Context: an optimization exercise on an open-source flow, tuned for small area, a short achievable clock period and few clock cycles per item. The choices shown serve that exercise and are no tape-out recipe.
In this exercise RTL edits were held to simulation tests only and were not proved equivalent to the original.

Design linear_fade_gain_unit, start of the top module:
module linear_fade_gain_unit (
  input  logic        clk_i,
  input  logic        rst_ni,
  input  logic        start_i,
  input  logic [63:0] item_i,
  output logic        busy_o,
  output logic        done_o,
  output logic [24:0] result_o,
  input  logic        cfg_valid_i,
  output logic        cfg_ready_o,
  input  logic [7:0]  cfg_index_i,
  input  logic [39:0] cfg_data_i
);
  logic [15:0] gain_start_q, gain_end_q;
  logic [39:0] fade_start_q, fade_end_q;
  logic        cfg_wr;
  assign cfg_ready_o = 1'b1;
  assign cfg_wr      = cfg_valid_i & (cfg_index_i[7:2] == 6'd0);
  always_ff @(posedge clk_i or negedge rst_ni) begin
    if (!rst_ni) begin
      gain_start_q <= '0;
      gain_end_q   <= '0;
      fade_start_q <= '0;
      fade_end_q   <= '0;
    end else if (cfg_valid_i) begin
      case (cfg_index_i)
        8'd0: gain_start_q <= cfg_data_i[15:0];
        8'd1: gain_end_q   <= cfg_data_i[15:0];
        8'd2: fade_start_q <= cfg_data_i;
        8'd3: fade_end_q   <= cfg_data_i;
        default: ;
      endcase
    end
  end
  logic [39:0]        span_q;
  logic               empty_q, span1_q;
  logic signed [16:0] dgain_q;
  logic [39:0]        s1_a, s1_b, s1_k, s1_cin;
  assign s1_a   = fade_start_q;
  assign s1_b   = ~fade_end_q;
  assign s1_k   = {{39{1'b1}}, 1'b0};
  assign s1_cin = {(s1_a[38:0] & s1_b[38:0]) | ((s1_a[38:0] | s1_b[38:0]) & ~s1_k[38:0]), 1'b0};
  always_ff @(posedge clk_i) begin
    span_q  <= fade_end_q - fade_start_q;
    empty_q <= (fade_end_q <= fade_start_q);
    span1_q <= ((s1_a ^ s1_b ^ s1_k) == s1_cin);
    dgain_q <= $signed({1'b0, gain_end_q}) - $signed({1'b0, gain_start_q});
  end
  logic        qr_done;
  logic [16:0] step_r;
  logic [41:0] step_rms;
  ...
export LEC_CHECK = 0
export ABC_CLOCK_PERIOD_IN_PS = 2500
export CAP_MARGIN = 20
export CORE_MARGIN = 2
export CORE_UTILIZATION = 40
export SETUP_SLACK_MARGIN = 4.5
export SLEW_MARGIN = 20
export TNS_END_PERCENT = 10
create_clock -name core_clock -period 8.0 [get_ports {clk_i}]
run.sh (not shown) runs the stock make flow with config.mk's settings and CLKGATE_MAP_FILE= SYNTH_SCRIPT=/design/flow/synth_recipe.tcl, a recipe that flattens the netlist after the stock synthesis.
The baseline finished with timing, DRC and antenna clean.
Testbench counts at the start, summed over its fixed seeds: cycles 9,452, items 8,192.
==> next run, changes <==
--- a/flow/config.mk
+++ b/flow/config.mk
@@ -8 +7,0 @@
-export ABC_CLOCK_PERIOD_IN_PS = 2500
@@ -12 +11 @@
-export SETUP_SLACK_MARGIN = 4.5
+export SETUP_SLACK_MARGIN = 4.0
What happened: The new run finished clean; synthesized cell count does not change; design area is lower by 2.0%; global-route usage goes down by 0.56 points; fmax decreases by 1.3%; via count is lower by 0.77%; register-to-register slack gets worse by 0.05 ns.

========
linear_fade_gain_unit, a different RTL version from the one above (not shown whole).
Size in the first run: roughly 640 flip-flops, about 0.053 mm2 of cells after synthesis.
make LEC_CHECK=0 CAP_MARGIN=20 CORE_MARGIN=2 CORE_UTILIZATION=55 SETUP_SLACK_MARGIN=4.0 SLEW_MARGIN=20 TNS_END_PERCENT=10 finish   # period 8.0 ns
The first run produced a clean layout.
Testbench counts at the start, summed over its fixed seeds: cycles 9,452, items 8,192.
Then changed:
--- a/flow/config.mk
+++ b/flow/config.mk
@@ -9,4 +9,6 @@
 export CORE_MARGIN = 2
 export CORE_UTILIZATION = 55
+export CTS_CLUSTER_DIAMETER = 100
+export CTS_CLUSTER_SIZE = 20
 export SETUP_SLACK_MARGIN = 4.0
 export SLEW_MARGIN = 20
The changed run finished clean.
Cell count is lower by 0.89%.
Routed wire length is lower by 0.77%.
Design area goes down by about 2%.
Register-to-register slack gets worse by 0.05 ns.
Synthesized cell count stays the same.
Hold slack gains 0.0067 ns.
Worst setup slack loses 0.055 ns.
Non-clock buffer count came out higher by 7.
Fmax fell by about 1.3%.
Area after synthesis stays the same.

[static timing again, ports no longer ideal]
In the flow no input, the clock included, has a driving cell. The finished layouts below were timed again as built, in two steps.
Step 1, drivers: a clkbuf_16 drives clk_i and a buf_2 each remaining input, both assumed.
Step 2 adds t to the input delays and takes it off the output delays; t is the mean of the earliest and latest rising clock arrival at the registers after step 1. Input paths then give back, and output paths get back, about the clock's delay inside the block.
a / b / c = ideal ports / drivers / drivers and shift; a / b = the first two.
run | t, ns | setup WS [ns] | slew at the worst register clock pin (ns)
the first run of note 1 | 0.756 | 3.983 / 3.983 / 3.483 | 0.07 / 0.07
the second run of note 1 | 0.765 | 3.931 / 3.931 / 3.499 | 0.07 / 0.07
the first run of note 2 | 0.732 | 3.968 / 3.968 / 3.363 | 0.07 / 0.07
the second run of note 2 | 0.726 | 3.914 / 3.914 / 3.353 | 0.10 / 0.10
After both steps every run listed still meets setup and hold. For the first run of note 2, which loses most, drivers alone change the setup slack by 0.000 ns; drivers and shift together by -0.605 ns.
